Source: an optimization exercise on an open RTL-to-GDS flow (aim: small area, a short achievable clock period and few clock cycles per item). Production flows keep margins and buffers that such runs may drop. Function was not checked in any run shown here: the RTL went through the layout flow alone.

==> flow/design.v, too long to show whole: its modules and the start of the top module <==
// module lfs_cfg: 41 lines
// module lfs_fa: 10 lines
// module lfs_mac: 657 lines
// module lfs_p3: 155 lines
// module lfs_y3: 101 lines
// module lfs_div5: 60 lines
// module lfs_coef: 95 lines
// module lfs_spd: 53 lines
// module lfs_ctrl: 240 lines
// module line_follow_steer_pd_core: 74 lines
module line_follow_steer_pd_core (
  input  logic                              clk,
  input  logic                              rst_n,
  input  logic                              in_valid,
  output logic                              in_ready,
  input  logic [lfs_pkg::PIX_W-1:0]         in_width_near,
  input  logic [lfs_pkg::PIX_W-1:0]         in_width_below,
  input  logic [lfs_pkg::PIX_W-1:0]         in_left_edge_near,
  input  logic [lfs_pkg::PIX_W-1:0]         in_right_edge_near,
  input  logic [lfs_pkg::CQ_W-1:0]          in_centre_exit,
  input  logic [lfs_pkg::CQ_W-1:0]          in_centre_near,
  input  logic [lfs_pkg::CQ_W-1:0]          in_centre_entry,
  input  logic [lfs_pkg::CQ_W-1:0]          in_centre_turn,
  input  logic [lfs_pkg::TURN_W-1:0]        in_turn_row,
  output logic                              out_valid,
  input  logic                              out_ready,
  output logic [lfs_pkg::DUTY_W-1:0]        out_servo_duty,
  output logic [lfs_pkg::SPEED_W-1:0]       out_speed_target,
  output logic [lfs_pkg::COEFF_W-1:0]       out_diff_coeff,
  output logic [lfs_pkg::ROW_W-1:0]         out_marker_row,
  output logic [lfs_pkg::COL_W-1:0]         out_marker_col,
  output logic                              out_marker_valid,
  input  logic                              cfg_we,
  input  logic [lfs_pkg::CFG_IDX_W-1:0]     cfg_idx,
  input  logic [lfs_pkg::CFG_DATA_W-1:0]    cfg_data
);
  // ...
==> flow/run.sh <==
#!/bin/bash
# synth_recipe.tcl (not shown) runs the flow's synth.tcl, then flattens the netlist and writes it again
# the make line also repeats each setting of config.mk as NAME=value (left out here)
make -C /OpenROAD-flow-scripts/flow DESIGN_CONFIG=/design/flow/config.mk WORK_HOME=/design/flow/orfs CLKGATE_MAP_FILE= SYNTH_SCRIPT=/design/flow/synth_recipe.tcl finish
==> flow/config.mk <==
export PLATFORM = sky130hd
export DESIGN_NAME = line_follow_steer_pd_core
export DESIGN_NICKNAME = line_follow_steer_pd_core
export VERILOG_FILES = /design/flow/design.v
export SDC_FILE = /design/flow/constraint.sdc
export NUM_CORES = 4
export LEC_CHECK = 0
export CAP_MARGIN = 50
export CORE_MARGIN = 2
export CORE_UTILIZATION = 40
export CTS_BUF_LIST = sky130_fd_sc_hd__clkbuf_4 sky130_fd_sc_hd__clkbuf_8
export SLEW_MARGIN = 70
export SYNTH_HIERARCHICAL = 1
==> flow/constraint.sdc <==
create_clock -name core_clock -period 11.0 [get_ports {clk}]
set_input_delay 2.2000 -clock core_clock [delete_from_list [all_inputs] [get_ports {clk}]]
set_output_delay 2.2000 -clock core_clock [all_outputs]
set_load 0.01 [all_outputs]
==> flow_summary.toml, run 1 <==
[routing]
totalWireLength_um = 93800
drt_iter0_drc = 1650
met1_length_um = 41700

[layout]
n_fill_cell = 9234
largestClassByArea = "multi-input gates"
seq-cell-share_pct = 27.0
final_area_um2 = 44400
clock_area_share_pct = 3.72

[worst_setup_path]
slowest_stage = "fa_1"
cp_slowest_stage_delay_ns = 0.56
criticalPathCategory = "reg2reg"
timing.rr.end = "u_ctrl.s2_p3[14]"
worstSetupEndpointType = "flip-flop"
crit_path_start = "u_ctrl.s1_r[16]"

[cts]
cts_setup_buffers = 0
cts_num_sinks = 427
numCtsBuffers = 75
ctsResizeCount = 0
clk_path_buf_depth = 3

[synthesis]
synth_edf_count = 345
synth_compound_area_share_pct = 15.8
yosysWarningCount = 8
synthesis.area_um2 = 39900

[global_routing]
gr-usage-met1_pct = 23.8
gr-total-overflow = 0
grt_pass1_vias = 28000
grt_max_degree = 66

[floorplanning]
die_width_um = 320
die_y_um = 320
tap_cells = 1287
core_um2 = 98700

[sta]
min_period_ns = 4.47
slew_violations = 0
setup_ws_ns = 6.53

[worst_hold_path]
hold_end = "u_ctrl.s3_side[6]"

[run_status]
outcome = "finished clean"
==> module lfs_p3, before the edit <==
module lfs_p3 (
  input  logic [5:0]  trz,
  input  logic [10:0] ct,
  output logic [17:0] p3
);
  logic t0, t1, t2, t3, t4, t5, t6, t7, t8, t9, t10, t11, t12, t13, t14, t15;
  logic t16, t17, t18, t19, t20, t21, t22, t23, t24, t25, t26, t27, t28, t29, t30, t31;
  logic t32, t33, t34, t35, t36, t37, t38, t39, t40, t41, t42, t43, t44, t45, t46, t47;
  logic t48, t49, t50, t51, t52, t53, t54, t55, t56, t57, t58, t59, t60, t61, t62, t63;
  logic t64, t65, t66, t67, t68, t69, t70, t71, t72, t73, t74, t75, t76, t77, t78, t79;
  logic t80, t81, t82, t83, t84, t85, t86, t87, t88, t89, t90, t91, t92, t93, t94, t95;
  logic t96, t97, t98, t99, t100, t101, t102, t103, t104, t105, t106, t107, t108, t109, t110, t111;
  logic t112, t113, t114, t115, t116, t117, t118, t119, t120, t121, t122, t123, t124, t125, t126, t127;
  logic t128, t129, t130, t131, t132, t133, t134, t135, t136, t137, t138, t139, t140, t141, t142, t143;
  logic t144, t145, t146, t147, t148, t149, t150, t151, t152, t153, t154, t155, t156, t157, t158, t159;
  logic t160, t161, t162, t163, t164, t165, t166, t167, t168, t169, t170, t171, t172, t173, t174, t175;
  logic t176, t177, t178, t179, t180, t181, t182, t183, t184, t185, t186, t187, t188;
  assign t0 = trz[0] & ct[0];
  assign t1 = trz[0] & ct[1];
  assign t2 = trz[0] & ct[2];
  assign t3 = trz[0] & ct[3];
  assign t4 = trz[0] & ct[4];
  assign t5 = trz[0] & ct[5];
  assign t6 = trz[0] & ct[6];
  assign t7 = trz[0] & ct[7];
  assign t8 = trz[0] & ct[8];
  assign t9 = trz[0] & ct[9];
  assign t10 = trz[0] & ct[10];
  assign t11 = trz[1] & ct[0];
  assign t12 = trz[1] & ct[1];
  assign t13 = trz[1] & ct[2];
  assign t14 = trz[1] & ct[3];
  assign t15 = trz[1] & ct[4];
  assign t16 = trz[1] & ct[5];
  assign t17 = trz[1] & ct[6];
  assign t18 = trz[1] & ct[7];
  assign t19 = trz[1] & ct[8];
  assign t20 = trz[1] & ct[9];
  assign t21 = trz[1] & ct[10];
  assign t22 = trz[2] & ct[0];
  assign t23 = trz[2] & ct[1];
  assign t24 = trz[2] & ct[2];
  assign t25 = trz[2] & ct[3];
  assign t26 = trz[2] & ct[4];
  assign t27 = trz[2] & ct[5];
  assign t28 = trz[2] & ct[6];
  assign t29 = trz[2] & ct[7];
  assign t30 = trz[2] & ct[8];
  assign t31 = trz[2] & ct[9];
  assign t32 = trz[2] & ct[10];
  assign t33 = trz[3] & ct[0];
  assign t34 = trz[3] & ct[1];
  assign t35 = trz[3] & ct[2];
  assign t36 = trz[3] & ct[3];
  assign t37 = trz[3] & ct[4];
  assign t38 = trz[3] & ct[5];
  assign t39 = trz[3] & ct[6];
  assign t40 = trz[3] & ct[7];
  assign t41 = trz[3] & ct[8];
  assign t42 = trz[3] & ct[9];
  assign t43 = trz[3] & ct[10];
  assign t44 = trz[4] & ct[0];
  assign t45 = trz[4] & ct[1];
  assign t46 = trz[4] & ct[2];
  assign t47 = trz[4] & ct[3];
  assign t48 = trz[4] & ct[4];
  assign t49 = trz[4] & ct[5];
  assign t50 = trz[4] & ct[6];
  assign t51 = trz[4] & ct[7];
  assign t52 = trz[4] & ct[8];
  assign t53 = trz[4] & ct[9];
  assign t54 = trz[4] & ct[10];
  assign t55 = trz[5] & ct[0];
  assign t56 = trz[5] & ct[1];
  assign t57 = trz[5] & ct[2];
  assign t58 = trz[5] & ct[3];
  assign t59 = trz[5] & ct[4];
  assign t60 = trz[5] & ct[5];
  assign t61 = trz[5] & ct[6];
  assign t62 = trz[5] & ct[7];
  assign t63 = trz[5] & ct[8];
  assign t64 = trz[5] & ct[9];
  assign t65 = trz[5] & ct[10];
  assign t66 = ~trz[5];
  assign t67 = trz[1] ^ t5;
  assign t68 = trz[1] & t5;
  lfs_fa u_t69 (.a(trz[2]), .b(t6), .c(t16), .s(t69), .co(t70));
  assign t71 = ~(trz[3] ^ ~trz[0]);
  assign t72 = trz[3] | ~trz[0];
  lfs_fa u_t73 (.a(t7), .b(t17), .c(t27), .s(t73), .co(t74));
  lfs_fa u_t75 (.a(trz[4]), .b(~trz[1]), .c(t8), .s(t75), .co(t76));
  lfs_fa u_t77 (.a(t18), .b(t28), .c(t38), .s(t77), .co(t78));
  lfs_fa u_t79 (.a(~trz[2]), .b(~trz[0]), .c(t66), .s(t79), .co(t80));
  lfs_fa u_t81 (.a(t9), .b(t19), .c(t29), .s(t81), .co(t82));
  assign t83 = t39 ^ t49;
  assign t84 = t39 & t49;
  lfs_fa u_t85 (.a(trz[5]), .b(~trz[3]), .c(~trz[1]), .s(t85), .co(t86));
  lfs_fa u_t87 (.a(t10), .b(t20), .c(t30), .s(t87), .co(t88));
  lfs_fa u_t89 (.a(t40), .b(t50), .c(t60), .s(t89), .co(t90));
  lfs_fa u_t91 (.a(~trz[4]), .b(~trz[2]), .c(t21), .s(t91), .co(t92));
  lfs_fa u_t93 (.a(t31), .b(t41), .c(t51), .s(t93), .co(t94));
  lfs_fa u_t95 (.a(~trz[5]), .b(~trz[3]), .c(t32), .s(t95), .co(t96));
  lfs_fa u_t97 (.a(trz[0]), .b(t4), .c(t14), .s(t97), .co(t98));
  lfs_fa u_t99 (.a(t15), .b(t25), .c(t35), .s(t99), .co(t100));
  assign t101 = t45 ^ t55;
  assign t102 = t45 & t55;
  lfs_fa u_t103 (.a(t26), .b(t36), .c(t46), .s(t103), .co(t104));
  lfs_fa u_t105 (.a(t56), .b(t68), .c(t69), .s(t105), .co(t106));
  lfs_fa u_t107 (.a(t37), .b(t47), .c(t57), .s(t107), .co(t108));
  lfs_fa u_t109 (.a(t71), .b(t70), .c(t73), .s(t109), .co(t110));
  lfs_fa u_t111 (.a(t72), .b(t48), .c(t58), .s(t111), .co(t112));
  lfs_fa u_t113 (.a(t74), .b(t75), .c(t77), .s(t113), .co(t114));
  lfs_fa u_t115 (.a(t59), .b(t83), .c(t79), .s(t115), .co(t116));
  lfs_fa u_t117 (.a(t76), .b(t78), .c(t81), .s(t117), .co(t118));
  lfs_fa u_t119 (.a(t84), .b(t85), .c(t80), .s(t119), .co(t120));
  lfs_fa u_t121 (.a(t82), .b(t87), .c(t89), .s(t121), .co(t122));
  lfs_fa u_t123 (.a(t61), .b(t86), .c(t88), .s(t123), .co(t124));
  lfs_fa u_t125 (.a(t90), .b(t91), .c(t93), .s(t125), .co(t126));
  lfs_fa u_t127 (.a(t42), .b(t52), .c(t62), .s(t127), .co(t128));
  lfs_fa u_t129 (.a(t92), .b(t94), .c(t95), .s(t129), .co(t130));
  assign t131 = ~(~trz[4] ^ t43);
  assign t132 = ~trz[4] | t43;
  lfs_fa u_t133 (.a(t53), .b(t63), .c(t96), .s(t133), .co(t134));
  assign t135 = ~(~trz[5] ^ t54);
  assign t136 = ~trz[5] | t54;
  assign t137 = t3 ^ t13;
  assign t138 = t3 & t13;
  lfs_fa u_t139 (.a(t24), .b(t34), .c(t44), .s(t139), .co(t140));
  lfs_fa u_t141 (.a(t101), .b(t67), .c(t98), .s(t141), .co(t142));
  lfs_fa u_t143 (.a(t102), .b(t100), .c(t103), .s(t143), .co(t144));
  lfs_fa u_t145 (.a(t104), .b(t107), .c(t106), .s(t145), .co(t146));
  lfs_fa u_t147 (.a(t108), .b(t111), .c(t110), .s(t147), .co(t148));
  lfs_fa u_t149 (.a(t112), .b(t115), .c(t114), .s(t149), .co(t150));
  lfs_fa u_t151 (.a(t116), .b(t119), .c(t118), .s(t151), .co(t152));
  lfs_fa u_t153 (.a(t120), .b(t122), .c(t123), .s(t153), .co(t154));
  lfs_fa u_t155 (.a(t127), .b(t124), .c(t126), .s(t155), .co(t156));
  lfs_fa u_t157 (.a(t131), .b(t128), .c(t130), .s(t157), .co(t158));
  lfs_fa u_t159 (.a(t64), .b(t132), .c(t135), .s(t159), .co(t160));
  assign t161 = t2 ^ t12;
  assign t162 = t2 & t12;
  lfs_fa u_t163 (.a(t23), .b(t33), .c(t137), .s(t163), .co(t164));
  lfs_fa u_t165 (.a(t138), .b(t139), .c(t97), .s(t165), .co(t166));
  lfs_fa u_t167 (.a(t140), .b(t99), .c(t141), .s(t167), .co(t168));
  lfs_fa u_t169 (.a(t142), .b(t143), .c(t105), .s(t169), .co(t170));
  lfs_fa u_t171 (.a(t144), .b(t109), .c(t145), .s(t171), .co(t172));
  lfs_fa u_t173 (.a(t113), .b(t146), .c(t147), .s(t173), .co(t174));
  lfs_fa u_t175 (.a(t117), .b(t148), .c(t149), .s(t175), .co(t176));
  lfs_fa u_t177 (.a(t121), .b(t150), .c(t151), .s(t177), .co(t178));
  lfs_fa u_t179 (.a(t125), .b(t152), .c(t153), .s(t179), .co(t180));
  lfs_fa u_t181 (.a(t129), .b(t154), .c(t155), .s(t181), .co(t182));
  lfs_fa u_t183 (.a(t133), .b(t156), .c(t157), .s(t183), .co(t184));
  lfs_fa u_t185 (.a(t159), .b(t134), .c(t158), .s(t185), .co(t186));
  lfs_fa u_t187 (.a(t65), .b(t136), .c(t160), .s(t187), .co(t188));
  assign p3 = {1'b1, t188, t186, t184, t182, t180, t178, t176, t174, t172, t170, t168, t166, t164, t162, t161, t1, t0} + {1'b0, 1'b1, t187, t185, t183, t181, t179, t177, t175, t173, t171, t169, t167, t165, t163, t22, t11, 1'b0};
endmodule
==> module lfs_ctrl, before the edit <==
module lfs_ctrl (
  input  logic                clk,
  input  logic                rst_n,
  input  logic                in_valid,
  output logic                in_ready,
  input  logic [6:0]          in_width_near,
  input  logic [6:0]          in_width_below,
  input  logic [6:0]          in_left_edge_near,
  input  logic [6:0]          in_right_edge_near,
  input  logic [10:0]         in_centre_exit,
  input  logic [10:0]         in_centre_near,
  input  logic [10:0]         in_centre_entry,
  input  logic [10:0]         in_centre_turn,
  input  logic [5:0]          in_turn_row,
  output logic                out_valid,
  input  logic                out_ready,
  output logic [11:0]         out_servo_duty,
  output logic [9:0]          out_speed_target,
  output logic [10:0]         out_diff_coeff,
  output logic [5:0]          out_marker_row,
  output logic [6:0]          out_marker_col,
  output logic                out_marker_valid,
  input  logic signed [18:0]  kp5,
  input  logic signed [18:0]  kd5,
  input  logic [11:0]         duty_min,
  input  logic [11:0]         duty_max,
  input  logic [11:0]         duty_mlh,
  input  logic                mlh_below,
  input  logic                max_below
);
  logic adv;
  logic kv_r, v1_r, v2_r, v3_r, v4_r, v5_r, ov_r;
  assign adv       = !(ov_r && !out_ready);
  assign in_ready  = !kv_r;
  assign out_valid = ov_r;
  typedef struct packed {
    logic [10:0] c;
    logic        e;      
    logic        x;      
    logic [5:0]  trz;    
    logic        z;      
    logic [10:0] ct;
  } fr_t;
  fr_t         f_in, k_r, s1_r;
  logic [11:0] c_sum;
  always_comb begin
    c_sum   = {1'b0, in_centre_near} + 12'd1264;
    f_in.e  = (in_width_near >= 7'd78);
    f_in.x  = !f_in.e && (in_width_below >= 7'd60);
    f_in.trz  = (in_turn_row == 6'd59) ? 6'd0 : in_turn_row;
    f_in.z    = (in_turn_row == 6'd59);
    f_in.ct   = in_centre_turn;
    if (f_in.e)                           f_in.c = in_centre_entry;
    else if (f_in.x)                      f_in.c = in_centre_exit;
    else if (in_left_edge_near < 7'd2)    f_in.c = {1'b0, in_centre_near[10:1]};
    else if (in_right_edge_near > 7'd77)  f_in.c = c_sum[11:1];
    else                                  f_in.c = in_centre_near;
  end
  always_ff @(posedge clk) begin
    if (!kv_r) k_r <= f_in;
    if (adv) s1_r <= kv_r ? k_r : f_in;
  end
  logic [10:0]        pc_r;         
  logic signed [11:0] err1, dif1;
  logic [17:0]        p3_1;
  logic [11:0]        aerr1;
  logic [5:0]         eh1, eo1, et1, dh1, do1, dt1;
  function automatic logic [17:0] booth12(input logic [11:0] y);
    logic [12:0] yp;
    logic [5:0]  h, o, t;
    yp = {y, 1'b0};
    for (int i = 0; i < 6; i++) begin
      h[i] = yp[2*i+2];
      o[i] = yp[2*i+1] ^ yp[2*i];
      t[i] = (yp[2*i+2] & !yp[2*i+1] & !yp[2*i]) | (!yp[2*i+2] & yp[2*i+1] & yp[2*i]);
    end
    booth12 = {h, o, t};
  endfunction
  always_comb begin
    err1   = $signed({1'b0, s1_r.c}) - 12'sd624;
    dif1   = $signed({1'b0, s1_r.c}) - $signed({1'b0, pc_r});
    aerr1  = err1[11] ? 12'(-err1) : 12'(err1);
    {eh1, eo1, et1} = booth12(err1);
    {dh1, do1, dt1} = booth12(dif1);
  end
  logic [5:0]         s2_eh, s2_eo, s2_et, s2_dh, s2_do, s2_dt;
  lfs_p3 u_p3 (
    .trz  (s1_r.trz),
    .ct   (s1_r.ct),
    .p3   (p3_1)
  );
  logic [11:0]        s2_aerr;
  logic [17:0]        s2_p3;
  logic [5:0]         s2_tr;
  logic               s2_e, s2_x;
  logic [6:0]         s2_col;
  always_ff @(posedge clk) begin
    if (adv) begin
      s2_eh   <= eh1;
      s2_eo   <= eo1;
      s2_et   <= et1;
      s2_dh   <= dh1;
      s2_do   <= do1;
      s2_dt   <= dt1;
      s2_aerr <= aerr1;
      s2_p3   <= p3_1;
      s2_tr   <= s1_r.z ? 6'd59 : s1_r.trz;
      s2_e    <= s1_r.e;
      s2_x    <= s1_r.x;
      s2_col  <= s1_r.c[10:4];
    end
  end
  logic [31:0] m_a2, m_b2;
  logic [8:0]  lo2;
  logic [6:0]  spd2;
  lfs_mac u_mac (
    .kp5 (kp5),
    .kd5 (kd5),
    .e_h (s2_eh),
    .e_o (s2_eo),
    .e_t (s2_et),
    .d_h (s2_dh),
    .d_o (s2_do),
    .d_t (s2_dt),
    .p3  (s2_p3),
    .m_a (m_a2),
    .m_b (m_b2)
  );
  assign lo2 = {1'b0, m_a2[7:0]} + {1'b0, m_b2[7:0]};
  lfs_spd u_spd (
    .tr   (s2_tr),
    .aerr (s2_aerr),
    .spd  (spd2)
  );
  typedef struct packed {
    logic [6:0] spd;     
    logic [6:0] col;
    logic       e;
    logic       x;
  } side_t;
  logic [23:0] s3_a, s3_b;
  logic        s3_c;
  side_t       s3_side, s4_side, s5_side;
  always_ff @(posedge clk) begin
    if (adv) begin
      s3_a    <= m_a2[31:8];
      s3_b    <= m_b2[31:8];
      s3_c    <= lo2[8];
      s3_side <= {spd2, s2_col, s2_e, s2_x};
    end
  end
  logic [23:0] hs3;
  logic [19:0] xs3;
  logic [14:0] lo5, hi5p;
  logic        low3, high3, sq3;
  assign hs3   = s3_a + s3_b + 24'(s3_c);
  assign xs3   = hs3[23:4];
  assign lo5   = {duty_min, 2'b00} + 15'(duty_min);
  assign hi5p  = {duty_max, 2'b00} + 15'(duty_max) + 15'd4;
  assign low3  = xs3[19] || (xs3[18:0] < 19'(lo5));
  assign high3 = (xs3[18:0] > 19'(hi5p));
  assign sq3   = (xs3[18:0] < 19'd7500);       
  logic [16:0] y3, s4_y;
  lfs_y3 u_y3 (
    .a (s3_a),
    .b (s3_b),
    .c (s3_c),
    .y (y3)
  );
  logic        s4_low, s4_high, s4_sq;
  always_ff @(posedge clk) begin
    if (adv) begin
      s4_y    <= y3;
      s4_low  <= low3;
      s4_high <= high3;
      s4_sq   <= sq3;
      s4_side <= s3_side;
    end
  end
  logic        s4;
  logic [11:0] u4;
  assign s4 = s4_low ? mlh_below : s4_high ? max_below : s4_sq;
  lfs_div5 u_div5 (
    .y      (s4_y),
    .sq     (s4_sq),
    .low    (s4_low),
    .high   (s4_high),
    .u_low  (duty_mlh ^ {12{mlh_below}}),
    .u_high (duty_max ^ {12{max_below}}),
    .u      (u4)
  );
  logic [11:0] s5_u;
  logic        s5_s;
  always_ff @(posedge clk) begin
    if (adv) begin
      s5_u    <= u4;
      s5_s    <= s4;
      s5_side <= s4_side;
    end
  end
  logic [10:0] coeff5;
  lfs_coef u_coef (
    .u     (s5_u),
    .s     (s5_s),
    .coeff (coeff5)
  );
  always_ff @(posedge clk) begin
    if (adv) begin
      out_servo_duty   <= s5_u ^ {12{s5_s}};
      out_speed_target <= {3'b001, s5_side.spd};
      out_diff_coeff   <= coeff5;
      out_marker_row   <= {s5_side.e, !s5_side.e, !s5_side.x, s5_side.x, 1'b1, !s5_side.x};
      out_marker_col   <= s5_side.col;
      out_marker_valid <= (s5_side.col > 7'd1) && (s5_side.col < 7'd78);
    end
  end
  always_ff @(posedge clk) begin
    if (!rst_n) begin
      kv_r <= 1'b0;
      v1_r <= 1'b0;
      v2_r <= 1'b0;
      v3_r <= 1'b0;
      v4_r <= 1'b0;
      v5_r <= 1'b0;
      ov_r <= 1'b0;
      pc_r <= 11'd624;
    end else begin
      kv_r <= (kv_r || in_valid) && !adv;
      if (adv) begin
        v1_r <= kv_r || in_valid;
        v2_r <= v1_r;
        v3_r <= v2_r;
        v4_r <= v3_r;
        v5_r <= v4_r;
        ov_r <= v5_r;
        if (v1_r) pc_r <= s1_r.c;
      end
    end
  end
endmodule
==> run 2, diff against run 1 <==
--- a/flow/design.v
+++ b/flow/design.v
@@ -723,9 +723,9 @@
   assign m_b = {1'b0, ~(m119), m748, m746, m744, m742, m740, m738, m736, m734, m732, m730, m728, m726, m724, m722, m720, m718, m716, m714, m712, m710, m708, m706, m704, m702, m700, m698, m696, m694, m692, m633};
 endmodule
 module lfs_p3 (
-  input  logic [5:0]  trz,
-  input  logic [10:0] ct,
-  output logic [17:0] p3
+  input  logic        [5:0]  trz,
+  input  logic signed [11:0] dct,
+  output logic        [17:0] p3
 );
   logic t0, t1, t2, t3, t4, t5, t6, t7, t8, t9, t10, t11, t12, t13, t14, t15;
   logic t16, t17, t18, t19, t20, t21, t22, t23, t24, t25, t26, t27, t28, t29, t30, t31;
@@ -737,246 +737,129 @@
   logic t112, t113, t114, t115, t116, t117, t118, t119, t120, t121, t122, t123, t124, t125, t126, t127;
   logic t128, t129, t130, t131, t132, t133, t134, t135, t136, t137, t138, t139, t140, t141, t142, t143;
   logic t144, t145, t146, t147, t148, t149, t150, t151, t152, t153, t154, t155, t156, t157, t158, t159;
-  logic t160, t161, t162, t163, t164, t165, t166, t167, t168, t169, t170, t171, t172, t173, t174, t175;
-  logic t176, t177, t178, t179, t180, t181, t182, t183, t184, t185, t186, t187, t188;
-  assign t0 = trz[0] & ct[0];
-  assign t1 = trz[0] & ct[1];
-  assign t2 = trz[0] & ct[2];
-  assign t3 = trz[0] & ct[3];
-  assign t4 = trz[0] & ct[4];
-  assign t5 = trz[0] & ct[5];
-  assign t6 = trz[0] & ct[6];
-  assign t7 = trz[0] & ct[7];
-  assign t8 = trz[0] & ct[8];
-  assign t9 = trz[0] & ct[9];
-  assign t10 = trz[0] & ct[10];
-  assign t11 = trz[1] & ct[0];
-  assign t12 = trz[1] & ct[1];
-  assign t13 = trz[1] & ct[2];
-  assign t14 = trz[1] & ct[3];
-  assign t15 = trz[1] & ct[4];
-  assign t16 = trz[1] & ct[5];
-  assign t17 = trz[1] & ct[6];
-  assign t18 = trz[1] & ct[7];
-  assign t19 = trz[1] & ct[8];
-  assign t20 = trz[1] & ct[9];
-  assign t21 = trz[1] & ct[10];
-  assign t22 = trz[2] & ct[0];
-  assign t23 = trz[2] & ct[1];
-  assign t24 = trz[2] & ct[2];
-  assign t25 = trz[2] & ct[3];
-  assign t26 = trz[2] & ct[4];
-  assign t27 = trz[2] & ct[5];
-  assign t28 = trz[2] & ct[6];
-  assign t29 = trz[2] & ct[7];
-  assign t30 = trz[2] & ct[8];
-  assign t31 = trz[2] & ct[9];
-  assign t32 = trz[2] & ct[10];
-  assign t33 = trz[3] & ct[0];
-  assign t34 = trz[3] & ct[1];
-  assign t35 = trz[3] & ct[2];
-  assign t36 = trz[3] & ct[3];
-  assign t37 = trz[3] & ct[4];
-  assign t38 = trz[3] & ct[5];
-  assign t39 = trz[3] & ct[6];
-  assign t40 = trz[3] & ct[7];
-  assign t41 = trz[3] & ct[8];
-  assign t42 = trz[3] & ct[9];
-  assign t43 = trz[3] & ct[10];
-  assign t44 = trz[4] & ct[0];
-  assign t45 = trz[4] & ct[1];
-  assign t46 = trz[4] & ct[2];
-  assign t47 = trz[4] & ct[3];
-  assign t48 = trz[4] & ct[4];
-  assign t49 = trz[4] & ct[5];
-  assign t50 = trz[4] & ct[6];
-  assign t51 = trz[4] & ct[7];
-  assign t52 = trz[4] & ct[8];
-  assign t53 = trz[4] & ct[9];
-  assign t54 = trz[4] & ct[10];
-  assign t55 = trz[5] & ct[0];
-  assign t56 = trz[5] & ct[1];
-  assign t57 = trz[5] & ct[2];
-  assign t58 = trz[5] & ct[3];
-  assign t59 = trz[5] & ct[4];
-  assign t60 = trz[5] & ct[5];
-  assign t61 = trz[5] & ct[6];
-  assign t62 = trz[5] & ct[7];
-  assign t63 = trz[5] & ct[8];
-  assign t64 = trz[5] & ct[9];
-  assign t65 = trz[5] & ct[10];
-  assign t66 = ~trz[5];
-  assign t67 = trz[1] ^ t5;
-  assign t68 = trz[1] & t5;
-  lfs_fa u_t69 (.a(trz[2]), .b(t6), .c(t16), .s(t69), .co(t70));
-  assign t71 = ~(trz[3] ^ ~trz[0]);
-  assign t72 = trz[3] | ~trz[0];
-  lfs_fa u_t73 (.a(t7), .b(t17), .c(t27), .s(t73), .co(t74));
-  lfs_fa u_t75 (.a(trz[4]), .b(~trz[1]), .c(t8), .s(t75), .co(t76));
-  lfs_fa u_t77 (.a(t18), .b(t28), .c(t38), .s(t77), .co(t78));
-  lfs_fa u_t79 (.a(~trz[2]), .b(~trz[0]), .c(t66), .s(t79), .co(t80));
-  lfs_fa u_t81 (.a(t9), .b(t19), .c(t29), .s(t81), .co(t82));
-  assign t83 = t39 ^ t49;
-  assign t84 = t39 & t49;
-  lfs_fa u_t85 (.a(trz[5]), .b(~trz[3]), .c(~trz[1]), .s(t85), .co(t86));
-  lfs_fa u_t87 (.a(t10), .b(t20), .c(t30), .s(t87), .co(t88));
-  lfs_fa u_t89 (.a(t40), .b(t50), .c(t60), .s(t89), .co(t90));
-  lfs_fa u_t91 (.a(~trz[4]), .b(~trz[2]), .c(t21), .s(t91), .co(t92));
-  lfs_fa u_t93 (.a(t31), .b(t41), .c(t51), .s(t93), .co(t94));
-  lfs_fa u_t95 (.a(~trz[5]), .b(~trz[3]), .c(t32), .s(t95), .co(t96));
-  lfs_fa u_t97 (.a(trz[0]), .b(t4), .c(t14), .s(t97), .co(t98));
-  lfs_fa u_t99 (.a(t15), .b(t25), .c(t35), .s(t99), .co(t100));
-  assign t101 = t45 ^ t55;
-  assign t102 = t45 & t55;
-  lfs_fa u_t103 (.a(t26), .b(t36), .c(t46), .s(t103), .co(t104));
-  lfs_fa u_t105 (.a(t56), .b(t68), .c(t69), .s(t105), .co(t106));
-  lfs_fa u_t107 (.a(t37), .b(t47), .c(t57), .s(t107), .co(t108));
-  lfs_fa u_t109 (.a(t71), .b(t70), .c(t73), .s(t109), .co(t110));
-  lfs_fa u_t111 (.a(t72), .b(t48), .c(t58), .s(t111), .co(t112));
-  lfs_fa u_t113 (.a(t74), .b(t75), .c(t77), .s(t113), .co(t114));
-  lfs_fa u_t115 (.a(t59), .b(t83), .c(t79), .s(t115), .co(t116));
-  lfs_fa u_t117 (.a(t76), .b(t78), .c(t81), .s(t117), .co(t118));
-  lfs_fa u_t119 (.a(t84), .b(t85), .c(t80), .s(t119), .co(t120));
-  lfs_fa u_t121 (.a(t82), .b(t87), .c(t89), .s(t121), .co(t122));
-  lfs_fa u_t123 (.a(t61), .b(t86), .c(t88), .s(t123), .co(t124));
-  lfs_fa u_t125 (.a(t90), .b(t91), .c(t93), .s(t125), .co(t126));
-  lfs_fa u_t127 (.a(t42), .b(t52), .c(t62), .s(t127), .co(t128));
-  lfs_fa u_t129 (.a(t92), .b(t94), .c(t95), .s(t129), .co(t130));
-  assign t131 = ~(~trz[4] ^ t43);
-  assign t132 = ~trz[4] | t43;
-  lfs_fa u_t133 (.a(t53), .b(t63), .c(t96), .s(t133), .co(t134));
-  assign t135 = ~(~trz[5] ^ t54);
-  assign t136 = ~trz[5] | t54;
-  assign t137 = t3 ^ t13;
-  assign t138 = t3 & t13;
-  lfs_fa u_t139 (.a(t24), .b(t34), .c(t44), .s(t139), .co(t140));
-  lfs_fa u_t141 (.a(t101), .b(t67), .c(t98), .s(t141), .co(t142));
-  lfs_fa u_t143 (.a(t102), .b(t100), .c(t103), .s(t143), .co(t144));
-  lfs_fa u_t145 (.a(t104), .b(t107), .c(t106), .s(t145), .co(t146));
-  lfs_fa u_t147 (.a(t108), .b(t111), .c(t110), .s(t147), .co(t148));
-  lfs_fa u_t149 (.a(t112), .b(t115), .c(t114), .s(t149), .co(t150));
-  lfs_fa u_t151 (.a(t116), .b(t119), .c(t118), .s(t151), .co(t152));
-  lfs_fa u_t153 (.a(t120), .b(t122), .c(t123), .s(t153), .co(t154));
-  lfs_fa u_t155 (.a(t127), .b(t124), .c(t126), .s(t155), .co(t156));
-  lfs_fa u_t157 (.a(t131), .b(t128), .c(t130), .s(t157), .co(t158));
-  lfs_fa u_t159 (.a(t64), .b(t132), .c(t135), .s(t159), .co(t160));
-  assign t161 = t2 ^ t12;
-  assign t162 = t2 & t12;
-  lfs_fa u_t163 (.a(t23), .b(t33), .c(t137), .s(t163), .co(t164));
-  lfs_fa u_t165 (.a(t138), .b(t139), .c(t97), .s(t165), .co(t166));
-  lfs_fa u_t167 (.a(t140), .b(t99), .c(t141), .s(t167), .co(t168));
-  lfs_fa u_t169 (.a(t142), .b(t143), .c(t105), .s(t169), .co(t170));
-  lfs_fa u_t171 (.a(t144), .b(t109), .c(t145), .s(t171), .co(t172));
-  lfs_fa u_t173 (.a(t113), .b(t146), .c(t147), .s(t173), .co(t174));
-  lfs_fa u_t175 (.a(t117), .b(t148), .c(t149), .s(t175), .co(t176));
-  lfs_fa u_t177 (.a(t121), .b(t150), .c(t151), .s(t177), .co(t178));
-  lfs_fa u_t179 (.a(t125), .b(t152), .c(t153), .s(t179), .co(t180));
-  lfs_fa u_t181 (.a(t129), .b(t154), .c(t155), .s(t181), .co(t182));
-  lfs_fa u_t183 (.a(t133), .b(t156), .c(t157), .s(t183), .co(t184));
-  lfs_fa u_t185 (.a(t159), .b(t134), .c(t158), .s(t185), .co(t186));
-  lfs_fa u_t187 (.a(t65), .b(t136), .c(t160), .s(t187), .co(t188));
-  assign p3 = {1'b1, t188, t186, t184, t182, t180, t178, t176, t174, t172, t170, t168, t166, t164, t162, t161, t1, t0} + {1'b0, 1'b1, t187, t185, t183, t181, t179, t177, t175, t173, t171, t169, t167, t165, t163, t22, t11, 1'b0};
-endmodule
-module lfs_y3 (
-  input  logic [23:0] a,
-  input  logic [23:0] b,
-  input  logic        c,
-  output logic [16:0] y
-);
-  logic y0, y1, y2, y3, y4, y5, y6, y7, y8, y9, y10, y11, y12, y13, y14, y15;
-  logic y16, y17, y18, y19, y20, y21, y22, y23, y24, y25, y26, y27, y28, y29, y30, y31;
-  logic y32, y33, y34, y35, y36, y37, y38, y39, y40, y41, y42, y43, y44, y45, y46, y47;
-  logic y48, y49, y50, y51, y52, y53, y54, y55, y56, y57, y58, y59, y60, y61, y62, y63;
-  logic y64, y65, y66, y67, y68, y69, y70, y71, y72, y73, y74, y75, y76, y77, y78, y79;
-  logic y80, y81, y82, y83, y84, y85, y86, y87, y88, y89, y90, y91, y92, y93, y94, y95;
-  logic y96, y97, y98, y99, y100, y101, y102, y103, y104, y105, y106, y107, y108, y109, y110, y111;
-  logic y112, y113, y114, y115, y116, y117, y118, y119, y120, y121;
-  assign y0 = a[1] ^ a[0];
-  assign y1 = a[1] & a[0];
-  assign y2 = a[2] ^ a[1];
-  assign y3 = a[2] & a[1];
-  assign y4 = a[3] ^ a[2];
-  assign y5 = a[3] & a[2];
-  assign y6 = a[4] ^ a[3];
-  assign y7 = a[4] & a[3];
-  assign y8 = a[5] ^ a[4];
-  assign y9 = a[5] & a[4];
-  assign y10 = a[6] ^ a[5];
-  assign y11 = a[6] & a[5];
-  assign y12 = a[7] ^ a[6];
-  assign y13 = a[7] & a[6];
-  assign y14 = a[8] ^ a[7];
-  assign y15 = a[8] & a[7];
-  assign y16 = a[9] ^ a[8];
-  assign y17 = a[9] & a[8];
-  assign y18 = a[10] ^ a[9];
-  assign y19 = a[10] & a[9];
-  assign y20 = a[11] ^ a[10];
-  assign y21 = a[11] & a[10];
-  assign y22 = a[12] ^ a[11];
-  assign y23 = a[12] & a[11];
-  assign y24 = a[13] ^ a[12];
-  assign y25 = a[13] & a[12];
-  assign y26 = a[14] ^ a[13];
-  assign y27 = a[14] & a[13];
-  assign y28 = a[15] ^ a[14];
-  assign y29 = a[15] & a[14];
-  assign y30 = a[16] ^ a[15];
-  assign y31 = a[16] & a[15];
-  assign y32 = a[17] ^ a[16];
-  assign y33 = a[17] & a[16];
-  assign y34 = a[18] ^ a[17];
-  assign y35 = a[18] & a[17];
-  assign y36 = a[19] ^ a[18];
-  assign y37 = a[19] & a[18];
-  assign y38 = a[20] ^ a[19];
-  assign y39 = a[20] & a[19];
-  assign y40 = b[1] ^ b[0];
-  assign y41 = b[1] & b[0];
-  lfs_fa u_y42 (.a(b[2]), .b(b[1]), .c(y1), .s(y42), .co(y43));
-  lfs_fa u_y44 (.a(b[3]), .b(b[2]), .c(y3), .s(y44), .co(y45));
-  lfs_fa u_y46 (.a(b[4]), .b(b[3]), .c(y5), .s(y46), .co(y47));
-  lfs_fa u_y48 (.a(b[5]), .b(b[4]), .c(y7), .s(y48), .co(y49));
-  lfs_fa u_y50 (.a(b[6]), .b(b[5]), .c(y9), .s(y50), .co(y51));
-  lfs_fa u_y52 (.a(b[7]), .b(b[6]), .c(y11), .s(y52), .co(y53));
-  lfs_fa u_y54 (.a(b[8]), .b(b[7]), .c(y13), .s(y54), .co(y55));
-  lfs_fa u_y56 (.a(b[9]), .b(b[8]), .c(y15), .s(y56), .co(y57));
-  lfs_fa u_y58 (.a(b[10]), .b(b[9]), .c(y17), .s(y58), .co(y59));
-  lfs_fa u_y60 (.a(b[11]), .b(b[10]), .c(y19), .s(y60), .co(y61));
-  lfs_fa u_y62 (.a(b[12]), .b(b[11]), .c(y21), .s(y62), .co(y63));
-  lfs_fa u_y64 (.a(b[13]), .b(b[12]), .c(y23), .s(y64), .co(y65));
-  lfs_fa u_y66 (.a(b[14]), .b(b[13]), .c(y25), .s(y66), .co(y67));
-  lfs_fa u_y68 (.a(b[15]), .b(b[14]), .c(y27), .s(y68), .co(y69));
-  lfs_fa u_y70 (.a(b[16]), .b(b[15]), .c(y29), .s(y70), .co(y71));
-  lfs_fa u_y72 (.a(b[17]), .b(b[16]), .c(y31), .s(y72), .co(y73));
-  lfs_fa u_y74 (.a(b[18]), .b(b[17]), .c(y33), .s(y74), .co(y75));
-  lfs_fa u_y76 (.a(b[19]), .b(b[18]), .c(y35), .s(y76), .co(y77));
-  lfs_fa u_y78 (.a(b[20]), .b(b[19]), .c(y37), .s(y78), .co(y79));
-  assign y80 = a[0] ^ b[0];
-  assign y81 = a[0] & b[0];
-  lfs_fa u_y82 (.a(c), .b(y40), .c(y0), .s(y82), .co(y83));
-  lfs_fa u_y84 (.a(y41), .b(y2), .c(y42), .s(y84), .co(y85));
-  lfs_fa u_y86 (.a(y4), .b(y43), .c(y44), .s(y86), .co(y87));
-  lfs_fa u_y88 (.a(y6), .b(y45), .c(y46), .s(y88), .co(y89));
-  lfs_fa u_y90 (.a(y8), .b(y47), .c(y48), .s(y90), .co(y91));
-  lfs_fa u_y92 (.a(y10), .b(y49), .c(y50), .s(y92), .co(y93));
-  lfs_fa u_y94 (.a(y12), .b(y51), .c(y52), .s(y94), .co(y95));
-  lfs_fa u_y96 (.a(y14), .b(y53), .c(y54), .s(y96), .co(y97));
-  lfs_fa u_y98 (.a(y16), .b(y55), .c(y56), .s(y98), .co(y99));
-  lfs_fa u_y100 (.a(y18), .b(y57), .c(y58), .s(y100), .co(y101));
-  lfs_fa u_y102 (.a(y20), .b(y59), .c(y60), .s(y102), .co(y103));
-  lfs_fa u_y104 (.a(y22), .b(y61), .c(y62), .s(y104), .co(y105));
-  lfs_fa u_y106 (.a(y24), .b(y63), .c(y64), .s(y106), .co(y107));
-  lfs_fa u_y108 (.a(y26), .b(y65), .c(y66), .s(y108), .co(y109));
-  lfs_fa u_y110 (.a(y28), .b(y67), .c(y68), .s(y110), .co(y111));
-  lfs_fa u_y112 (.a(y30), .b(y69), .c(y70), .s(y112), .co(y113));
-  lfs_fa u_y114 (.a(y32), .b(y71), .c(y72), .s(y114), .co(y115));
-  lfs_fa u_y116 (.a(y34), .b(y73), .c(y74), .s(y116), .co(y117));
-  lfs_fa u_y118 (.a(y36), .b(y75), .c(y76), .s(y118), .co(y119));
-  lfs_fa u_y120 (.a(y38), .b(y77), .c(y78), .s(y120), .co(y121));
-  logic [20:0] p;
-  assign p = {y119, y117, y115, y113, y111, y109, y107, y105, y103, y101, y99, y97, y95, y93, y91, y89, y87, y85, y83, y81, y80} + {y120, y118, y116, y114, y112, y110, y108, y106, y104, y102, y100, y98, y96, y94, y92, y90, y88, y86, y84, y82, c};
-  assign y = p[20:4];
+  logic t160;
+  assign t0 = trz[0] & dct[0];
+  assign t1 = trz[0] & dct[1];
+  assign t2 = trz[0] & dct[2];
+  assign t3 = trz[0] & dct[3];
+  assign t4 = trz[0] & dct[4];
+  assign t5 = trz[0] & dct[5];
+  assign t6 = trz[0] & dct[6];
+  assign t7 = trz[0] & dct[7];
+  assign t8 = trz[0] & dct[8];
+  assign t9 = trz[0] & dct[9];
+  assign t10 = trz[0] & dct[10];
+  assign t11 = trz[0] & dct[11];
+  assign t12 = trz[1] & dct[0];
+  assign t13 = trz[1] & dct[1];
+  assign t14 = trz[1] & dct[2];
+  assign t15 = trz[1] & dct[3];
+  assign t16 = trz[1] & dct[4];
+  assign t17 = trz[1] & dct[5];
+  assign t18 = trz[1] & dct[6];
+  assign t19 = trz[1] & dct[7];
+  assign t20 = trz[1] & dct[8];
+  assign t21 = trz[1] & dct[9];
+  assign t22 = trz[1] & dct[10];
+  assign t23 = trz[1] & dct[11];
+  assign t24 = trz[2] & dct[0];
+  assign t25 = trz[2] & dct[1];
+  assign t26 = trz[2] & dct[2];
+  assign t27 = trz[2] & dct[3];
+  assign t28 = trz[2] & dct[4];
+  assign t29 = trz[2] & dct[5];
+  assign t30 = trz[2] & dct[6];
+  assign t31 = trz[2] & dct[7];
+  assign t32 = trz[2] & dct[8];
+  assign t33 = trz[2] & dct[9];
+  assign t34 = trz[2] & dct[10];
+  assign t35 = trz[2] & dct[11];
+  assign t36 = trz[3] & dct[0];
+  assign t37 = trz[3] & dct[1];
+  assign t38 = trz[3] & dct[2];
+  assign t39 = trz[3] & dct[3];
+  assign t40 = trz[3] & dct[4];
+  assign t41 = trz[3] & dct[5];
+  assign t42 = trz[3] & dct[6];
+  assign t43 = trz[3] & dct[7];
+  assign t44 = trz[3] & dct[8];
+  assign t45 = trz[3] & dct[9];
+  assign t46 = trz[3] & dct[10];
+  assign t47 = trz[3] & dct[11];
+  assign t48 = trz[4] & dct[0];
+  assign t49 = trz[4] & dct[1];
+  assign t50 = trz[4] & dct[2];
+  assign t51 = trz[4] & dct[3];
+  assign t52 = trz[4] & dct[4];
+  assign t53 = trz[4] & dct[5];
+  assign t54 = trz[4] & dct[6];
+  assign t55 = trz[4] & dct[7];
+  assign t56 = trz[4] & dct[8];
+  assign t57 = trz[4] & dct[9];
+  assign t58 = trz[4] & dct[10];
+  assign t59 = trz[4] & dct[11];
+  assign t60 = trz[5] & dct[0];
+  assign t61 = trz[5] & dct[1];
+  assign t62 = trz[5] & dct[2];
+  assign t63 = trz[5] & dct[3];
+  assign t64 = trz[5] & dct[4];
+  assign t65 = trz[5] & dct[5];
+  assign t66 = trz[5] & dct[6];
+  assign t67 = trz[5] & dct[7];
+  assign t68 = trz[5] & dct[8];
+  assign t69 = trz[5] & dct[9];
+  assign t70 = trz[5] & dct[10];
+  assign t71 = trz[5] & dct[11];
+  assign t72 = ~~(t11);
+  assign t73 = t4 ^ t15;
+  assign t74 = t4 & t15;
+  lfs_fa u_t75 (.a(t5), .b(t16), .c(t27), .s(t75), .co(t76));
+  assign t77 = t38 ^ t49;
+  assign t78 = t38 & t49;
+  lfs_fa u_t79 (.a(t6), .b(t17), .c(t28), .s(t79), .co(t80));
+  lfs_fa u_t81 (.a(t39), .b(t50), .c(t61), .s(t81), .co(t82));
+  lfs_fa u_t83 (.a(t7), .b(t18), .c(t29), .s(t83), .co(t84));
+  lfs_fa u_t85 (.a(t40), .b(t51), .c(t62), .s(t85), .co(t86));
+  lfs_fa u_t87 (.a(t8), .b(t19), .c(t30), .s(t87), .co(t88));
+  lfs_fa u_t89 (.a(t41), .b(t52), .c(t63), .s(t89), .co(t90));
+  lfs_fa u_t91 (.a(t9), .b(t20), .c(t31), .s(t91), .co(t92));
+  lfs_fa u_t93 (.a(t42), .b(t53), .c(t64), .s(t93), .co(t94));
+  lfs_fa u_t95 (.a(t10), .b(t21), .c(t32), .s(t95), .co(t96));
+  lfs_fa u_t97 (.a(t43), .b(t54), .c(t65), .s(t97), .co(t98));
+  lfs_fa u_t99 (.a(t22), .b(t33), .c(t44), .s(t99), .co(t100));
+  lfs_fa u_t101 (.a(t55), .b(t66), .c(t72), .s(t101), .co(t102));
+  lfs_fa u_t103 (.a(~(t11)), .b(~(t23)), .c(t34), .s(t103), .co(t104));
+  lfs_fa u_t105 (.a(t45), .b(t56), .c(t67), .s(t105), .co(t106));
+  lfs_fa u_t107 (.a(~(t35)), .b(t46), .c(t57), .s(t107), .co(t108));
+  assign t109 = t3 ^ t14;
+  assign t110 = t3 & t14;
+  lfs_fa u_t111 (.a(t26), .b(t37), .c(t48), .s(t111), .co(t112));
+  lfs_fa u_t113 (.a(t60), .b(t74), .c(t77), .s(t113), .co(t114));
+  lfs_fa u_t115 (.a(t78), .b(t76), .c(t79), .s(t115), .co(t116));
+  lfs_fa u_t117 (.a(t80), .b(t82), .c(t83), .s(t117), .co(t118));
+  lfs_fa u_t119 (.a(t84), .b(t86), .c(t87), .s(t119), .co(t120));
+  lfs_fa u_t121 (.a(t88), .b(t90), .c(t91), .s(t121), .co(t122));
+  lfs_fa u_t123 (.a(t92), .b(t94), .c(t95), .s(t123), .co(t124));
+  lfs_fa u_t125 (.a(t96), .b(t98), .c(t99), .s(t125), .co(t126));
+  lfs_fa u_t127 (.a(t100), .b(t103), .c(t105), .s(t127), .co(t128));
+  lfs_fa u_t129 (.a(t68), .b(t104), .c(t106), .s(t129), .co(t130));
+  lfs_fa u_t131 (.a(~(t47)), .b(t58), .c(t69), .s(t131), .co(t132));
+  assign t133 = t2 ^ t13;
+  assign t134 = t2 & t13;
+  lfs_fa u_t135 (.a(t25), .b(t36), .c(t109), .s(t135), .co(t136));
+  lfs_fa u_t137 (.a(t110), .b(t73), .c(t111), .s(t137), .co(t138));
+  lfs_fa u_t139 (.a(t112), .b(t75), .c(t113), .s(t139), .co(t140));
+  lfs_fa u_t141 (.a(t81), .b(t114), .c(t115), .s(t141), .co(t142));
+  lfs_fa u_t143 (.a(t85), .b(t116), .c(t117), .s(t143), .co(t144));
+  lfs_fa u_t145 (.a(t89), .b(t118), .c(t119), .s(t145), .co(t146));
+  lfs_fa u_t147 (.a(t93), .b(t120), .c(t121), .s(t147), .co(t148));
+  lfs_fa u_t149 (.a(t97), .b(t122), .c(t123), .s(t149), .co(t150));
+  lfs_fa u_t151 (.a(t101), .b(t124), .c(t125), .s(t151), .co(t152));
+  lfs_fa u_t153 (.a(t102), .b(t126), .c(t127), .s(t153), .co(t154));
+  lfs_fa u_t155 (.a(t107), .b(t128), .c(t129), .s(t155), .co(t156));
+  lfs_fa u_t157 (.a(t131), .b(t108), .c(t130), .s(t157), .co(t158));
+  lfs_fa u_t159 (.a(~(t59)), .b(t70), .c(t132), .s(t159), .co(t160));
+  assign p3 = {1'b1, t160, t158, t156, t154, t152, t150, t148, t146, t144, t142, t140, t138, t136, t134, t133, t1, t0} + {1'b0, ~(t71), t159, t157, t155, t153, t151, t149, t147, t145, t143, t141, t139, t137, t135, t24, t12, 1'b0};
 endmodule
 module lfs_div5 (
   input  logic [16:0] y,
@@ -1227,7 +1110,7 @@
     logic        x;      
     logic [5:0]  trz;    
     logic        z;      
-    logic [10:0] ct;
+    logic [11:0] dct;    
   } fr_t;
   fr_t         f_in, k_r, s1_r;
   logic [11:0] c_sum;
@@ -1237,7 +1120,7 @@
     f_in.x  = !f_in.e && (in_width_below >= 7'd60);
     f_in.trz  = (in_turn_row == 6'd59) ? 6'd0 : in_turn_row;
     f_in.z    = (in_turn_row == 6'd59);
-    f_in.ct   = in_centre_turn;
+    f_in.dct  = {1'b0, in_centre_turn} - 12'd624;
     if (f_in.e)                           f_in.c = in_centre_entry;
     else if (f_in.x)                      f_in.c = in_centre_exit;
     else if (in_left_edge_near < 7'd2)    f_in.c = {1'b0, in_centre_near[10:1]};
@@ -1274,7 +1157,7 @@
   logic [5:0]         s2_eh, s2_eo, s2_et, s2_dh, s2_do, s2_dt;
   lfs_p3 u_p3 (
     .trz  (s1_r.trz),
-    .ct   (s1_r.ct),
+    .dct  (s1_r.dct),
     .p3   (p3_1)
   );
   logic [11:0]        s2_aerr;
@@ -1348,17 +1231,11 @@
   assign low3  = xs3[19] || (xs3[18:0] < 19'(lo5));
   assign high3 = (xs3[18:0] > 19'(hi5p));
   assign sq3   = (xs3[18:0] < 19'd7500);       
-  logic [16:0] y3, s4_y;
-  lfs_y3 u_y3 (
-    .a (s3_a),
-    .b (s3_b),
-    .c (s3_c),
-    .y (y3)
-  );
+  logic [16:0] s4_y;
   logic        s4_low, s4_high, s4_sq;
   always_ff @(posedge clk) begin
     if (adv) begin
-      s4_y    <= y3;
+      s4_y    <= {1'b0, xs3[14:0], 1'b0} + {2'b00, xs3[14:0]};    
       s4_low  <= low3;
       s4_high <= high3;
       s4_sq   <= sq3;
==> run 2 against run 1 <==
Effect of this change:
- utilization down 0.13 points
- clock-buffer cell count is 4 higher
- area after synthesis shrank 2.8%
- critical endpoint is now u_ctrl.s4_y[15]
- setup slack got worse by 0.47 ns
- critical path type unchanged
- first-iteration DRC count increased by 16%
==> flow_summary.toml, run 2 <==
[run_status]
outcome = "finished clean"

[global_routing]
grt_pass1_vias = 27300
use_met3_pct = 3.01
use_met2_pct = 31.4
gr-usage-met1_pct = 24.7
antenna_found_initial = 2
grt-busiest-layer = "met2"
grt_usage_pct = 18.6
gr-total-overflow = 0
grt_pass1_wl_um = 148000
grt_max_degree = 65

[place]
port_buffers = 140
dp_hpwl_um = 72900
gp_congestion = 0.868

[worst_setup_path]
crit_path_start = "u_ctrl.s3_a[3]"
cp-start-kind = "flip-flop"
critical_path.reg2reg.startpoint = "u_ctrl.s3_a[3]"
cp_data_arrival_time_ns = 5.42
criticalPathCategory = "reg2reg"
path_cells = "ha_1, and3_1, a221oi_1, clkdlybuf4s50_1, xor2_2, inv_1, ha_1, inv_1, fa_1, nor2b_1, o31a_1, or4b_1, o2111ai_1, a21oi_1, a311o_1, a2111o_1, o211ai_2"
worstSetupEndpointType = "flip-flop"
worstPathRequired_ns = 11.49
cp_slowest_stage_delay_ns = 0.58
crit_fanout = 4
regToRegSetupSlack_ns = 6.06
slowest_stage = "clkdlybuf4s50_1"

[sta]
setup_tns_ns = 0
setup_viol = 0
finClkSkew_ns = 0.0819
min_period_ns = 4.94
rsz0062_at_grt = "false"
clock.fmax_ghz = 0.203
hold_viol = 0
fin_crit_sh_pct = 44.9
slew_violations = 0

[floorplanning]
die_area_um2 = 99500
core_um2 = 96400
die_y_um = 315
die_width_um = 315
boundaryPins = 150
start_util_pct = 40.3
fp-row-count = 114

[layout]
reg_top3 = "u_ctrl.k_r x32, u_ctrl.s1_r x32"
seqCellArea_um2 = 12100
syn2layout_area_growth_pct = 11.4
multi_input_area_um2 = 24800
n_fill_cell = 9061
post-route-util_pct = 44.8
num-nets-final = 4387
final_cell_mix = "fa_1, edfxtp_1, ha_1"
drive_above_1_share_pct = 11.6
layout_commonest_cell = "fa_1"

[routing]
antenna_left = 0
drt_iter0_drc = 1918
totalWireLength_um = 91800
post_drt_wl_per_cell_um = 18.4
drt_pass1_iterations = 5
vias = 26700
via_per_inst = 5.37
drc = 0

[cts]
ctsResizeCount = 0
cts_tree = "yes"
cts_htree_levels = 3
cts.reportedPaths.clkPinSlew_ns = 0.06
cts_num_sinks = 429
cts_setup_buffers = 0
insertion_delay_ns = 0.72
cts_root_buf = "clkbuf_8"
cts_hold_buffers = 0
clk_path_buf_depth = 3
numCtsBuffers = 73

[synthesis]
synth_flop_cell = "edfxtp_1"
yosysTopAreaCellShare_pct = 26.8
synth_seq_cells = 429
ys_types = 102
synth_top_cell_by_area = "edfxtp_1"
synth_most_common_cell = "fa_1"
synth_common_cells = "fa_1, edfxtp_1, ha_1"
yosysSeqAreaShare_pct = 31.1
yosysWarningCount = 8
synth_edf_count = 346
synthArstFlopShare_pct = 0
synthCells = 3537
ys_top_cells_by_area = "edfxtp_1, fa_1, ha_1, xor2_1, dfxtp_1"
syn-mean-instance-area_um2 = 11.0
synthesis.area_um2 = 38800

[run]
maxCapViolations = 0

[worst_hold_path]
hold_class = "reg2reg"
hp-start = "u_ctrl.s2_col[6]"
[run 2: cell types whose count changed after synthesis, moves of 7 or more]
cell	change
a31oi_1	-17
nand2_1	-13
nand3b_1	+12
fa_1	-51
o21a_1	-7
o21ai_0	+19
o21ai_1	-13
ha_1	-21
nor3_1	+17
[run 2: per-stage QoR]
step	instances	hold slack, ns	setup slack [ns]	area, um^2
floorplan	3539	0.400	0.505	38800
CTS	4963	0.414	6.05	43100
finish	4976	0.416	6.06	43200
global placement	4711	0.403	5.79	40500
global route	4976	0.423	5.83	43200
detailed placement	4830	0.405	6.13	41500
[run 2: cells by family after synthesis]
| kind of cell | count (synthesis) | share of synthesized area [%] |
|---|---|---|
| compound gates | 867 | 16.3 |
| xor+xnor | 318 | 7.20 |
| fa+ha+maj | 649 | 27.8 |
| buf+inv | 465 | 5.96 |
| flops | 429 | 31.1 |
| mux | 32 | 1.01 |
| other cells | 4 | 0.0387 |
| simple gates | 773 | 10.6 |
[run 2: final timing paths]
check / endpoint / cells past startpoint
setup / recovery: u_ctrl.s4_y[15] / 17
hold / removal: u_ctrl.s3_side[8] / 0
setup reg to reg: u_ctrl.s4_y[15] / 17
hold reg to reg: u_ctrl.s3_side[8] / 0
[run 2: critical path, delay by kind of cell (launching register included)]
family	cells	cell delay, ns
AO/OA/AOI/OAI	7	1.72
XOR/XNOR	1	0.33
adder cells (fa/ha/maj)	3	0.77
AND/OR/NAND/NOR	3	0.78
flip-flops	1	0.37
buffers and inverters	3	0.77
[run 2: per-module statistics from Yosys, one instance, submodules excluded, a selection]
module / flops+latches / copies in the design / cells inside / area (um^2)
lfs_spd: 0 / 1 / 129 / 927
lfs_mac: 0 / 1 / 901 / 6610
lfs_coef: 0 / 1 / 210 / 1500
lfs_div5: 0 / 1 / 177 / 1320
lfs_p3: 0 / 1 / 179 / 1270
lfs_fa: 0 / 351 / 1 / 20.0
lfs_ctrl: 334 / 1 / 1284 / 16100
lfs_cfg: 95 / 1 / 306 / 4050
[run 2: area by class of cell]
type                    instances  area share [%]
clock buffers                 107            3.03
well taps                    1276            3.69
flip-flops and latches        429            27.9
inverters                     191            1.70
repair buffers                298            5.69
diodes                          4          0.0231
clock inverters                26           0.723
multi-input cells            2645            57.3
[run 2: routing by layer]
| metal | wire length [um] | up-vias |
|---|---|---|
| met1 | 41200 | 13100 |
| met3 | 4260 | 138 |
| li1 | - | 12900 |
| met4 | 2270 | 0 |
| met5 | 0 | - |
| met2 | 44100 | 661 |

re-timing with driven ports:
In the flow no input, the clock included, has a driving cell. The finished layouts below were timed again as built, in two steps.
Step 1: set_driving_cell puts a clkbuf_16 on clk and a buf_2 on each other input, an assumption about the parent block.
Step 2 times the ports against the registers' clock, not the clock port: input delays grow and output delays shrink by t, the midpoint of the rising clock arrivals with the driver on.
Slacks: ideal ports / drivers / drivers and shift; pairs: ideal ports / drivers.
run	t (ns)	setup WS [ns]	latest minus earliest clock arrival (ns)	slew at the worst register clock pin (ns)	worst data-port slew with drivers (ns)
run 1	0.730	6.535 / 6.535 / 6.462	0.065 / 0.065	0.07 / 0.07	0.06
run 2	0.748	6.064 / 6.064 / 6.064	0.088 / 0.088	0.07 / 0.07	0.06
After both steps setup and hold are still met in every run listed. For run 1, which loses most, drivers alone change the setup slack by 0.000 ns; drivers and shift together by -0.073 ns.
